What follows belongs to an exercise in optimizing a design on an open flow for small area and a short achievable clock period; a production flow would make more cautious choices. No activity file was given, so power comes from the tool's default toggle rates.

## main
==> flow/design.v (excerpt) <==
module cpu (
  input  logic          clk,
  input  logic          reset,
  output logic [15:0]   bAddr,
  input  logic [15:0]   bMemRead,
  output logic [15:0]   aAddr,
  input  logic [15:0]   aMemRead,
  output logic [15:0]   ifPc,
  output logic [15:0]   ifIr,
  output logic [15:0]   exCalResult,
  output logic [1:0]    exMemControl,
  output logic [3:0]    meRegisterT,
  output logic          meWriteEnable,
  output logic [15:0]   meCalResult,
  output logic          tFlag,
  output logic [175:0]  registerValue
);
Settings: LEC_CHECK=0, CAP_MARGIN=20, CORE_MARGIN=2, CORE_UTILIZATION=40, SETUP_SLACK_MARGIN=3.0, SLEW_MARGIN=20; clock period 6.0 ns.
standard.sh (not shown) runs the stock make flow with config.mk's settings and CLKGATE_MAP_FILE= SYNTH_SCRIPT=/design/flow/synth_recipe.tcl, a recipe that flattens the netlist after the stock synthesis.
==> flow/flow/run.sh <==
#!/bin/bash
# The standard layout, with three changes:
#  - synthesis maps with flow/map.abc (area-leaning) and without the
#    full/half adder cells (adders stay plain gates for abc);
#  - ports are buffered with the smallest buffer instead of a delay cell;
# everything else (floorplan, tap cells, power grid, placement, CTS,
# routing) is the standard flow's own flow, run through standard.sh.
set -euo pipefail
here=$(pwd)
bash standard.sh ADDER_MAP_FILE= SYNTH_SCRIPT="$here/flow/my_synth.tcl" \
  "BUFFER_PORTS_ARGS=-buffer_cell sky130_fd_sc_hd__buf_1" finish > "$here/standard_flow.log" 2>&1
==> flow/flow/map.abc <==
strash
&get -n
&fraig -x
&put
scorr
dc2
strash
&get -n
&dch -f
&nf
&put
topo
stime -c
buffer -c
upsize -c
dnsize -c
==> flow/flow/my_synth.tcl <==
# Standard synthesis script with one change: abc maps with the area-leaning
# script next to this file (the flip-flops are mapped before abc, so
# registers, their names and cells are the standard synthesis's).
set ::my_abc_script [file join [file dirname [file normalize [info script]]] map.abc]
proc abc {args} {
  set i [lsearch -exact $args -script]
  if { $i >= 0 } { set args [lreplace $args [expr {$i + 1}] [expr {$i + 1}] $::my_abc_script] }
  yosys abc {*}$args
}
proc synth {args} { yosys synth -nofsm -noshare {*}$args }
source $::env(SCRIPTS_DIR)/synth.tcl
# left out here: clear keep_hierarchy, flatten, clean up, hide names made inside functions, write 1_2_yosys.v
main | stages: all done | timing, DRC, antenna: all pass
Inputs modified between main and the feature branch:
==> flow/run.sh (new file) <==
#!/bin/bash
# synth_recipe.tcl (not shown) runs the flow's synth.tcl, then flattens the netlist and writes it again
# the make line also repeats each setting of config.mk as NAME=value (left out here)
make -C /OpenROAD-flow-scripts/flow DESIGN_CONFIG=/design/flow/config.mk WORK_HOME=/design/flow/orfs CLKGATE_MAP_FILE= SYNTH_SCRIPT=/design/flow/synth_recipe.tcl finish
removed: flow/flow/run.sh
removed: flow/flow/map.abc
removed: flow/flow/my_synth.tcl
removed: flow/standard.sh
==> comparison <==
- The flow did not stop early for the feature branch: all stages ran, and the layout cleared the timing, DRC and antenna checks.
- Fraction of power consumed by combinational cells: main and the feature branch compared, higher one is the feature branch
- Total power in the feature branch vs main: up 0.00019 W
- On sequential cell area share, the higher figure sits with main, not the feature branch.
- Sort main and the feature branch by worst setup slack asc -> top: main
- Re clock power: the feature branch is about 6% down on main.
Function was not checked in any run of this note: the RTL went through the layout flow alone.


## job 3887
cpu again, from the RTL that the note above started with.
Design cpu, start of the top module:
module cpu (
  input  logic          clk,
  input  logic          reset,
  output logic [15:0]   bAddr,
  input  logic [15:0]   bMemRead,
  output logic [15:0]   aAddr,
  input  logic [15:0]   aMemRead,
  output logic [15:0]   ifPc,
  output logic [15:0]   ifIr,
  output logic [15:0]   exCalResult,
  output logic [1:0]    exMemControl,
  output logic [3:0]    meRegisterT,
  output logic          meWriteEnable,
  output logic [15:0]   meCalResult,
  output logic          tFlag,
  output logic [175:0]  registerValue
);
==> flow/config.mk <==
export PLATFORM = sky130hd
export DESIGN_NAME = cpu
export DESIGN_NICKNAME = cpu
export VERILOG_FILES = /design/flow/design.v
export SDC_FILE = /design/flow/constraint.sdc
export NUM_CORES = 4
export LEC_CHECK = 0
export CAP_MARGIN = 20
export CORE_MARGIN = 2
export CORE_UTILIZATION = 40
export SETUP_SLACK_MARGIN = 3.0
export SLEW_MARGIN = 20
==> flow/constraint.sdc <==
create_clock -name core_clock -period 6.0 [get_ports {clk}]
set_input_delay 1.2000 -clock core_clock [delete_from_list [all_inputs] [get_ports {clk}]]
set_output_delay 1.2000 -clock core_clock [all_outputs]
set_load 0.01 [all_outputs]
==> flow/flow/run.sh <==
#!/bin/bash
# The standard layout, with three changes:
#  - synthesis maps with flow/map.abc (area-leaning) and without the
#    full/half adder cells (adders stay plain gates for abc);
#  - ports are buffered with the smallest buffer instead of a delay cell;
# everything else (floorplan, tap cells, power grid, placement, CTS,
# routing) is the standard flow's own flow, run through standard.sh.
set -euo pipefail
here=$(pwd)
bash standard.sh ADDER_MAP_FILE= SYNTH_SCRIPT="$here/flow/my_synth.tcl" \
  "BUFFER_PORTS_ARGS=-buffer_cell sky130_fd_sc_hd__buf_1" finish > "$here/standard_flow.log" 2>&1
==> flow/flow/map.abc <==
strash
&get -n
&fraig -x
&put
scorr
dc2
strash
dch -f
map -D 3000
topo
stime -c
buffer -c
upsize -c -D 3000
dnsize -c -D 3000
==> flow/flow/my_synth.tcl <==
# Standard synthesis script with one change: abc maps with the area-leaning
# script next to this file (the flip-flops are mapped before abc, so
# registers, their names and cells are the standard synthesis's).
set ::my_abc_script [file join [file dirname [file normalize [info script]]] map.abc]
proc abc {args} {
  set i [lsearch -exact $args -script]
  if { $i >= 0 } { set args [lreplace $args [expr {$i + 1}] [expr {$i + 1}] $::my_abc_script] }
  yosys abc {*}$args
}
proc synth {args} { yosys synth -nofsm -noshare {*}$args }
source $::env(SCRIPTS_DIR)/synth.tcl
# left out here: clear keep_hierarchy, flatten, clean up, hide names made inside functions, write 1_2_yosys.v
For job 6274, these inputs were changed with respect to job 3887:
==> flow/flow/map.abc <==
strash
&get -n
&fraig -x
&put
scorr
dc2
strash
dch -f
map
topo
stime -c
buffer -c
upsize -c
dnsize -c
Notes after the runs:
- The final layouts of job 6274 and job 3887 pass the timing, DRC and antenna checks.
- Job 6274: number of search-and-repair iterations in the first detailed-routing pass higher than job 3887
- Relative to job 3887, clock skew has gone up in job 6274.
- Job 6274 vs. job 3887: fraction of final layout cells with drive strength greater than 1 moved down; end-of-flow core utilization moved down; synthesized instance count level.
- Clock power delta for job 6274 relative to job 3887: about 6% higher
Function was not checked in any run of this note: the RTL went through the layout flow alone.

what the ideal ports hide:
Ports are ideal in the flow. The routed layouts listed here were re-timed in OpenROAD. Step 1 assumes that a clkbuf_16 drives the clock port and a buf_2 every other input. Step 2 adds t to the input delays and takes it off the output delays; t is the mean of the earliest and latest rising clock arrival at the registers after step 1. Input paths then give back, and output paths get back, about the clock's delay inside the block. a / b / c = no drivers / after step 1 / after step 2; a / b = the first two.
run	t (ns)	slack for setup (ns)	worst setup path after step 2	worst register clock-pin slew, ns
main	0.605	1.862 / 1.862 / 1.862	register to register	0.06 / 0.06
the feature branch	0.609	2.708 / 2.708 / 2.481	input to register	0.07 / 0.07
job 3887	0.607	2.289 / 2.289 / 2.289	register to register	0.07 / 0.07
job 6274	0.612	2.732 / 2.732 / 2.381	input to register	0.07 / 0.07
After both steps every run listed still meets setup and hold. For job 6274, which loses most, drivers alone change the setup slack by 0.000 ns; drivers and shift together by -0.351 ns.
